What follows belongs to an exercise in optimizing a design on an open flow for small area, a short achievable clock period and few clock cycles per item; a production flow would make more cautious choices.
Where RTL was checked, it was by simulation tests only, not by an equivalence proof against the original.
No activity file was given, so power comes from the tool's default toggle rates.

orange:
==> flow/design.v (excerpt) <==
module ordered_unique_list_table #(
  parameter int CAPACITY = 16
) (
  input  logic        clk,
  input  logic        rst_n,
  input  logic        in_tvalid,
  output logic        in_tready,
  input  logic [39:0] in_tdata,    
  output logic        out_tvalid,
  input  logic        out_tready,
  output logic [15:0] out_tdata    
);
Settings: LEC_CHECK=0, CAP_MARGIN=20, CORE_MARGIN=2, CORE_UTILIZATION=70, CTS_CLUSTER_DIAMETER=80, CTS_CLUSTER_SIZE=25, SETUP_SLACK_MARGIN=2.2, SLEW_MARGIN=20, SYNTH_HIERARCHICAL=1; clock period 4.5 ns.
run.sh (not shown) runs the stock make flow with config.mk's settings and CLKGATE_MAP_FILE= SYNTH_SCRIPT=/design/flow/synth_recipe.tcl, a recipe that flattens the netlist after the stock synthesis.
Input changes introduced in purple (baseline for comparison: orange):
- SETUP_SLACK_MARGIN now 2.35, was 2.2
--- outcome ---
In purple, the met1 track demand over resource in global routing came out 0.38 points above the value in orange. Cmp purple and orange / slew at the pin closest to its max-slew limit / higher: purple. Across both runs, number of cells upsized or downsized after cts was higher for purple than for orange. Type of the worst min-delay path = in2reg: purple; type of the worst min-delay path = reg2reg: orange. Re simple-gate share of the synthesized area: no difference whatsoever between purple and orange. [compare] base=orange new=purple: met3 capacity usage during global routing lost 0.37 points, maximum frequency went up, clock network latency to the later pin of the worst-skew pair held steady, post-route cell area increased about 1.6%, minimum setup slack among reg-to-reg paths higher. Cell count after placement: purple < orange.
Function was not checked in any run of this note: the RTL went through the layout flow alone.

---

Another version of the RTL of ordered_unique_list_table (not shown whole).
Size: roughly 1900 cells after synthesis, ~62 I/O pins.
==> flow/config.mk <==
export PLATFORM = sky130hd
export DESIGN_NAME = ordered_unique_list_table
export DESIGN_NICKNAME = ordered_unique_list_table
export VERILOG_FILES = /design/flow/design.v
export SDC_FILE = /design/flow/constraint.sdc
export NUM_CORES = 4
export LEC_CHECK = 0
export CAP_MARGIN = 20
export CORE_MARGIN = 2
export CORE_UTILIZATION = 70
export CTS_CLUSTER_DIAMETER = 80
export CTS_CLUSTER_SIZE = 25
export SETUP_SLACK_MARGIN = 2.2
export SLEW_MARGIN = 20
==> flow/constraint.sdc <==
create_clock -name core_clock -period 4.5 [get_ports {clk}]
set_input_delay 0.9000 -clock core_clock [delete_from_list [all_inputs] [get_ports {clk}]]
set_output_delay 0.9000 -clock core_clock [all_outputs]
set_load 0.01 [all_outputs]
standard.sh (not shown) runs the stock make flow with config.mk's settings and CLKGATE_MAP_FILE= SYNTH_SCRIPT=/design/flow/synth_recipe.tcl, a recipe that flattens the netlist after the stock synthesis.
==> flow/flow/run.sh <==
#!/bin/bash
# The standard layout, with plain buffers (not delay cells) on the ports so
# that the input and output paths start out fast. Everything else is the standard flow's
# own flow (standard.sh).
set -euo pipefail
bash standard.sh finish "BUFFER_PORTS_ARGS=-buffer_cell sky130_fd_sc_hd__buf_2" > make_finish.log 2>&1
The first run completed with no timing, DRC or antenna violations.
Next try:
==> flow/run.sh (new file) <==
#!/bin/bash
# synth_recipe.tcl (not shown) runs the flow's synth.tcl, then flattens the netlist and writes it again
# the make line also repeats each setting of config.mk as NAME=value (left out here)
make -C /OpenROAD-flow-scripts/flow DESIGN_CONFIG=/design/flow/config.mk WORK_HOME=/design/flow/orfs CLKGATE_MAP_FILE= SYNTH_SCRIPT=/design/flow/synth_recipe.tcl finish
ABC_CLOCK_PERIOD_IN_PS = 1500   (was default)
removed: flow/flow/run.sh
removed: flow/standard.sh
Outcome:
- wire length came out higher by 0.54%
- cell count came out higher by 0.32%
- clock power came out lower by about 5%
- register-to-register slack improves by 0.05 ns
- synthesized cell count does not change
- sequential power barely changes
- fmax came out higher by 2.0%
- first-iteration DRC count came out higher by 8.5%
Next try:
ABC_CLOCK_PERIOD_IN_PS = default   (was 1500)
Clock power stays flat.
Hold slack stays the same.
Design area is unchanged.
Clock skew stays the same.
Global-route usage stays the same.
Routed wire length is unchanged.
No run of this note included a check of the RTL's function; only the layout flow was run.

---

ordered_unique_list_table, a different RTL version from the one above (not shown whole).
Size in the first run: about 1900 cells after synthesis, roughly 620 flip-flops.
Settings: LEC_CHECK=0, CAP_MARGIN=20, CORE_MARGIN=2, CORE_UTILIZATION=60, SETUP_SLACK_MARGIN=2.2, SLEW_MARGIN=20; clock period 4.5 ns.
run.sh (not shown) runs the stock make flow with config.mk's settings and CLKGATE_MAP_FILE= SYNTH_SCRIPT=/design/flow/synth_recipe.tcl, a recipe that flattens the netlist after the stock synthesis.
Stock flow here: none of the scripts above is used.
Testbench counts at the start, summed over its fixed seeds: cycles 12,016, items 12,000.
Rerun with:
- CTS_CLUSTER_DIAMETER: not set -> 80
- CTS_CLUSTER_SIZE: not set -> 25
- SETUP_SLACK_MARGIN: 2.2 -> 2.32
What happened: The new run finished with timing, DRC and antenna clean. Maximum frequency rises by a few percent. Routed wire length came out higher by a few percent. Total power drops by a little under a tenth. Worst setup slack is better by 0.064 ns. Clock-buffer cell count falls by 43.
Rerun with:
- SETUP_SLACK_MARGIN: 2.32 -> 2.2
=> The changed run completed with no timing, DRC or antenna violations. Worst hold slack is better by 0.0068 ns. Core utilization falls by 0.64 points. Combinational power goes down by about 3%.

---

ordered_unique_list_table, a different RTL version from the one above (not shown whole).
For scale: ~1800 cells after synthesis, ~62 I/O pins, about 27000 µm² of cells after synthesis.
Settings: LEC_CHECK=0, ABC_CLOCK_PERIOD_IN_PS=2000, CAP_MARGIN=20, CORE_MARGIN=2, CORE_UTILIZATION=40, SETUP_SLACK_MARGIN=2.5, SLEW_MARGIN=20; clock period 4.5 ns.
The baseline produced a clean layout.
Testbench counts at the start, summed over its fixed seeds: cycles 12,024, items 12,000.
Edit:
- ABC_CLOCK_PERIOD_IN_PS: 2000 -> not set
- SETUP_SLACK_MARGIN: 2.5 -> not set
The changed run completed with no timing, DRC or antenna violations.
Maximum frequency shrinks by 25%.
Hold slack hardly moves.
Synthesized cell count is unchanged.
Final area shrinks by 13%.
Via count shrinks by 11%.
Die area is unchanged.
Wire length shrinks by 13%.

---

## the reference run
The RTL this note starts from:
==> flow/design.v <==
`timescale 1ns / 1ps
package oult_pkg;
  localparam int ValueW = 32;
  localparam int PosW   = 5;
  localparam int CountW = 5;
  typedef enum logic [1:0] {
    CMD_LOOKUP = 2'd0,
    CMD_INSERT = 2'd1,
    CMD_REMOVE = 2'd2,
    CMD_SPARE  = 2'd3
  } cmd_t;
  typedef enum logic [2:0] {
    STAT_OK       = 3'd0,
    STAT_RANGE    = 3'd1,
    STAT_DUP      = 3'd2,
    STAT_NOTFOUND = 3'd3,
    STAT_FULL     = 3'd4
  } status_t;
endpackage
`timescale 1ns / 1ps
module oult_cell (
  input  logic                          clk,
  input  logic                          load,
  input  logic [oult_pkg::ValueW-1:0]   wr_val,
  input  logic [oult_pkg::ValueW-1:0]   key,
  output logic                          eq
);
  logic [oult_pkg::ValueW-1:0] entry_r;
  always_ff @(posedge clk) begin
    if (load) entry_r <= wr_val;
  end
  assign eq = (entry_r == key);
endmodule
`timescale 1ns / 1ps
module ordered_unique_list_table #(
  parameter int CAPACITY = 16
) (
  input  logic        clk,
  input  logic        rst_n,
  input  logic        in_tvalid,
  output logic        in_tready,
  input  logic [39:0] in_tdata,    
  output logic        out_tvalid,
  input  logic        out_tready,
  output logic [15:0] out_tdata    
);
  localparam int CW   = $clog2(CAPACITY + 1);
  localparam int PW   = oult_pkg::PosW + 1;
  localparam int OUTQ = 3;
  localparam int OW   = $clog2(OUTQ + 1);
  localparam int RW   = 4 + oult_pkg::CountW;    
  logic [CAPACITY-1:0] valid_r;
  logic [CW-1:0]       count_r;
  logic                vld2_r;
  logic                ins2_r;      
  logic                rem2_r;      
  logic                bad2_r;      
  logic                ok2_r;       
  logic [CAPACITY-1:0] hit2_r;
  logic [CAPACITY-1:0] park2_r;     
  logic [CAPACITY-1:0] spare_r;
  logic [OUTQ-1:0]     qv_r;
  logic [RW-1:0]       qd_r [OUTQ];
  logic [OW-1:0]       outst_r;     
  logic                rdy_r;
  logic                        in_acc;
  logic [1:0]                  in_cmd;
  logic [oult_pkg::PosW-1:0]   in_pos;
  logic [oult_pkg::ValueW-1:0] in_val;
  assign in_tready = rdy_r;
  assign in_acc    = in_tvalid && rdy_r;
  assign in_cmd    = in_tdata[1:0];
  assign in_pos    = in_tdata[6:2];
  assign in_val    = in_tdata[38:7];
  logic                present;
  logic                full;
  logic                do_ins;
  logic                do_rem;
  logic [CAPACITY-1:0] ins_k;
  logic [CAPACITY-1:0] rem_k;
  logic [CW-1:0]       count_nxt;
  logic [2:0]          status;
  assign present = |hit2_r;
  assign full    = count_r[CW-1];    
  assign do_ins  = vld2_r && ok2_r && !present;
  assign do_rem  = vld2_r && rem2_r && present;
  assign ins_k   = park2_r & {CAPACITY{do_ins}};
  assign rem_k   = hit2_r & {CAPACITY{vld2_r && rem2_r}};
  logic [CW-1:0] count_inc, count_dec;
  assign count_inc = count_r + CW'(1);
  assign count_dec = count_r - CW'(1);
  assign count_nxt = do_ins ? count_inc : do_rem ? count_dec : count_r;
  always_comb begin
    if (ins2_r) begin
      if (bad2_r)       status = oult_pkg::STAT_RANGE;
      else if (present) status = oult_pkg::STAT_DUP;
      else if (full)    status = oult_pkg::STAT_FULL;
      else              status = oult_pkg::STAT_OK;
    end else begin
      status = present ? oult_pkg::STAT_OK : oult_pkg::STAT_NOTFOUND;
    end
  end
  logic [CAPACITY-1:0] valid_nxt;
  assign valid_nxt = (valid_r & ~rem_k) | ins_k;
  logic                no_spare;
  logic                parked2;
  logic [CAPACITY-1:0] park_nxt;
  assign no_spare = ~|spare_r;
  assign parked2  = |park2_r;
  assign park_nxt = spare_r |
                    ({CAPACITY{no_spare}} & (parked2 ? park2_r & {CAPACITY{!do_ins}} : rem_k));
  logic [CAPACITY-1:0] cand, cand_ins;
  logic [CAPACITY-1:0] first_c, first_ci;
  logic [CAPACITY-1:0] spare_nxt;
  assign cand     = (~valid_r | rem_k) & ~spare_r;
  assign cand_ins = cand & ~park2_r;
  always_comb begin
    for (int k = 0; k < CAPACITY; k++) begin
      first_c[k]  = cand[k] && !(|(cand & ((CAPACITY'(1) << k) - CAPACITY'(1))));
      first_ci[k] = cand_ins[k] && !(|(cand_ins & ((CAPACITY'(1) << k) - CAPACITY'(1))));
    end
  end
  assign spare_nxt = no_spare ? (parked2 ? rem_k : '0) :
                     do_ins   ? first_ci : first_c;
  logic [CAPACITY-1:0] eq_k;
  for (genvar k = 0; k < CAPACITY; k++) begin : g_slot
    oult_cell u_cell (
      .clk    (clk),
      .load   (park_nxt[k]),
      .wr_val (in_val),
      .key    (in_val),
      .eq     (eq_k[k])
    );
  end
  logic [CAPACITY-1:0] hit_nxt;
  assign hit_nxt = eq_k & valid_nxt;
  logic gt_inc, gt_same, gt_dec;
  logic bad_nxt, full_nxt;
  assign gt_inc  = PW'(in_pos) > PW'(count_inc);
  assign gt_same = PW'(in_pos) > PW'(count_r);
  assign gt_dec  = PW'(in_pos) > PW'(count_dec);
  assign bad_nxt  = do_ins ? gt_inc : do_rem ? gt_dec : gt_same;
  assign full_nxt = do_ins ? (count_r == CW'(CAPACITY - 1)) : do_rem ? 1'b0 : full;
  logic          push;
  logic [RW-1:0] res;
  assign push = vld2_r;
  assign res  = {count_nxt[oult_pkg::CountW-1:0], present, status};
  logic [OUTQ-1:0] qv_pop, qv_hold;
  logic [RW-1:0]   qd_pop [OUTQ];
  logic [RW-1:0]   qd_hold [OUTQ];
  always_comb begin
    for (int i = 0; i < OUTQ; i++) begin
      logic above, below, tgt_p, tgt_h;
      above = (i + 1 < OUTQ) ? qv_r[(i + 1) % OUTQ] : 1'b0;
      below = (i == 0) ? 1'b1 : qv_r[(i + OUTQ - 1) % OUTQ];
      tgt_h      = push && !qv_r[i] && below;
      qv_hold[i] = qv_r[i] || tgt_h;
      qd_hold[i] = tgt_h ? res : qd_r[i];
      tgt_p     = push && qv_r[i] && !above;
      qv_pop[i] = above || tgt_p;
      if (tgt_p)          qd_pop[i] = res;
      else if (i + 1 < OUTQ) qd_pop[i] = qd_r[(i + 1) % OUTQ];
      else                qd_pop[i] = qd_r[i];
    end
  end
  logic [OW-1:0] outst_pop, outst_hold;
  assign outst_pop  = in_acc ? outst_r : outst_r - OW'(1);
  assign outst_hold = in_acc ? outst_r + OW'(1) : outst_r;
  logic pop_sel;
  assign pop_sel = out_tready && qv_r[0];
  always_ff @(posedge clk) begin
    if (!rst_n) begin
      valid_r <= '0;
      count_r <= '0;
      spare_r <= CAPACITY'(1);
      vld2_r  <= 1'b0;
      qv_r    <= '0;
      outst_r <= '0;
      rdy_r   <= 1'b1;
    end else begin
      valid_r <= valid_nxt;
      count_r <= count_nxt;
      spare_r <= spare_nxt;
      vld2_r  <= in_acc;
      qv_r    <= pop_sel ? qv_pop : qv_hold;
      outst_r <= pop_sel ? outst_pop : outst_hold;
      rdy_r   <= pop_sel ? (outst_pop < OW'(OUTQ)) : (outst_hold < OW'(OUTQ));
    end
  end
  always_ff @(posedge clk) begin
    ins2_r  <= in_cmd == oult_pkg::CMD_INSERT;
    rem2_r  <= in_cmd == oult_pkg::CMD_REMOVE;
    bad2_r  <= bad_nxt;
    ok2_r   <= in_cmd == oult_pkg::CMD_INSERT && !bad_nxt && !full_nxt;
    hit2_r  <= hit_nxt;
    park2_r <= park_nxt;
    for (int i = 0; i < OUTQ; i++) qd_r[i] <= pop_sel ? qd_pop[i] : qd_hold[i];
  end
  assign out_tvalid = qv_r[0];
  assign out_tdata  = {7'd0, qd_r[0]};
endmodule
export LEC_CHECK = 0
export ABC_AREA = 1
export CAP_MARGIN = 20
export CORE_MARGIN = 2
export CORE_UTILIZATION = 60
export SETUP_SLACK_MARGIN = 2.2
export SLEW_MARGIN = 20
create_clock -name core_clock -period 4.5 [get_ports {clk}]
The following lists how the trial run was set up differently from the reference run:
Settings: SETUP_SLACK_MARGIN now 2.5, was 2.2; ABC_AREA no longer set, was 1; CTS_CLUSTER_DIAMETER now 100, previously not set; CTS_CLUSTER_SIZE now 30, previously not set.
Changes observed in the trial run relative to the reference run: worst path setup slack after routing went down, sequential cell area share went up, final cell utilization of the core went up, global-route wire length before repair went down, part of the power in the clock network went down. Final net count in the trial run is 16% lower than in the reference run. In the trial run the number of buffers created by CTS turned out about 60% lower than in the reference run.
Function was not checked in any run of this note: the RTL went through the layout flow alone.

---

RTL: the design.v shown in full above, as it stands there.
export LEC_CHECK = 0
export CAP_MARGIN = 20
export CORE_MARGIN = 2
export CORE_UTILIZATION = 60
export SETUP_SLACK_MARGIN = 2.2
export SLEW_MARGIN = 20
create_clock -name core_clock -period 4.5 [get_ports {clk}]
Then changed:
CORE_UTILIZATION = 70   (was 60)
CTS_CLUSTER_DIAMETER = 60   (was not set)
CTS_CLUSTER_SIZE = 20   (was not set)
SETUP_SLACK_MARGIN = 2.3   (was 2.2)
Outcome: Worst setup slack degrades by 3.9 ps; via count rises by 5.3%; clock skew goes down by 4.9 ps; utilization is higher by 13 points; routed wire length is higher by 3.7%; count of clock-buffer cells in the layout decreases by 31; register-to-register slack barely changes; power shrinks by 7.9%; sequential cell count stays the same; clock power falls by 24%.
No functional check of the RTL was part of any run of this note.

---

== run A ==
Another version of the RTL of ordered_unique_list_table (not shown whole).
For scale: roughly 1900 cells after synthesis, ~620 flip-flops, roughly 62 I/O pins.
clock: 4.5 ns
lec_check: 0
cap_margin: 20
core_margin: 2
core_utilization: 60
cts_cluster_diameter: 80
cts_cluster_size: 25
setup_slack_margin: 2.42
slew_margin: 20
Testbench counts of run A, summed over its fixed seeds: cycles 12,016, items 12,000.
#### Input delta (run B over run A)
- swapping 2.42 for 2.32 in SETUP_SLACK_MARGIN
- swapping 60 for 70 in CORE_UTILIZATION
--- outcome ---
Run B has worst setup slack before clock tree synthesis above what run A had. Run A consumes more power than run B. [run B vs run A] clock-cell share of area: lower in run B. The run showing the smaller final design instance area without fill is run B. Per the comparison of run B with run A, register-to-register slack up 0.13 ns; final cell count down about 5%. Setup slack in run B is larger than in run A. As of run B, fmax had risen by a few percent compared to run A.
#### Input delta (run C over run B)
- a change of SETUP_SLACK_MARGIN from 2.32 to 2.2
Run C: PASS, flow complete, no timing, DRC or antenna violations. The capture point of the critical path comes out bad2_r in one run and pres2_r in the other, namely in run C and run B respectively. | layout multi-input combinational cell count | run C vs run B | 9 lower |. Run C against run B: fraction of area in registers increased by 1.3 points relative to the old numbers; core utilization fell 1.7 points; met3 track demand over resource increased 0.44 points; first-iteration DRC count decreased by about 22% relative to the old numbers. Run B -> run C: synthesized area delta 0, exact match. Time the final worst path needs with I/O delays and setup delta for run C relative to run B: 0.048 ns higher. Sequential power: run C vs run B, no meaningful difference.
Relative to run C, the following input files were edited for run D:
- a change of CORE_UTILIZATION from 70 to 60
- a change of SETUP_SLACK_MARGIN from 2.2 to 2.32
Notes after the runs:
From run C to run D the numbers moved as follows: time the worst path needs with I/O delays and setup has decreased; worst hold-check slack has decreased. Run D vs run C: arrival time reported for the critical path endpoint down.
The inputs of run E differ from those of run D as listed below.
- a change of SETUP_SLACK_MARGIN from 2.32 to 2.2
==> notes.md <==
- All of run D and run E finish clean.
- Run E — depth of the most critical reg-to-reg path 1 lower, run D as reference
- When run E is set beside run D, its sequential share of power turns out to be 0.8 points larger.
- Lower pre-CTS worst setup slack goes to run D over run E.
- Looking at total power across run D and run E, the one that comes out lower is run E.
- A slowest cell on the critical path of nor4_2 is what run D shows, while or4_4 belongs to run E.
- Changes observed in run E relative to run D: first-pass GRT wire length -2500 um; combined area of all synthesized cells stayed essentially flat; switching portion of total power roughly the same.
- Looking at global-route usage over all layers, run E sits below run D.

==> afterwards: timing with drivers on the ports <==
No port has a modelled driver above. Below, the same layouts with a new extraction and two added sets of constraints.
Step 1 sets driving cells, clkbuf_16 on the clock port and buf_2 on the other inputs (assumed; they add their load-dependent delay and slew).
Step 2, shift: input delay + t, output delay - t, t = (earliest + latest rising clock arrival at the registers) / 2. This alone moves slack from input paths to output paths.
Slacks: ideal / step 1 / step 2; pairs: ideal / step 1.
run	t, ns	setup slack, ns	worst slew at a driven data input, ns
orange	0.657	1.888 / 1.903 / 1.246	0.08
purple	0.662	2.007 / 2.008 / 1.346	0.09
the first run of note 2	0.660	2.026 / 2.026 / 1.612	0.05
the second run of note 2	0.659	2.075 / 2.075 / 1.582	0.06
the third run of note 2	0.659	2.075 / 2.075 / 1.582	0.06
the first run of note 3	0.690	2.174 / 2.174 / 1.572	0.05
the second run of note 3	0.667	2.237 / 2.237 / 1.668	0.04
the third run of note 3	0.621	2.234 / 2.242 / 1.633	0.04
the first run of note 4	0.671	2.002 / 2.002 / 1.960	0.04
the second run of note 4	0.673	1.158 / 1.158 / 1.158	0.05
the reference run	0.680	2.211 / 2.212 / 1.570	0.04
the trial run	0.644	2.103 / 2.103 / 1.903	0.04
the first run of note 6	0.641	2.131 / 2.131 / 1.662	0.04
the second run of note 6	0.609	2.127 / 2.127 / 1.745	0.04
run A	0.623	2.182 / 2.201 / 1.587	0.06
run B	0.657	2.297 / 2.312 / 1.655	0.06
run C	0.676	2.249 / 2.253 / 1.608	0.05
run D	0.636	2.314 / 2.303 / 1.705	0.07
run E	0.618	2.232 / 2.244 / 1.642	0.05
After both steps setup and hold are still met in every run listed. For purple, which loses most, drivers alone change the setup slack by +0.001 ns; drivers and shift together by -0.661 ns.
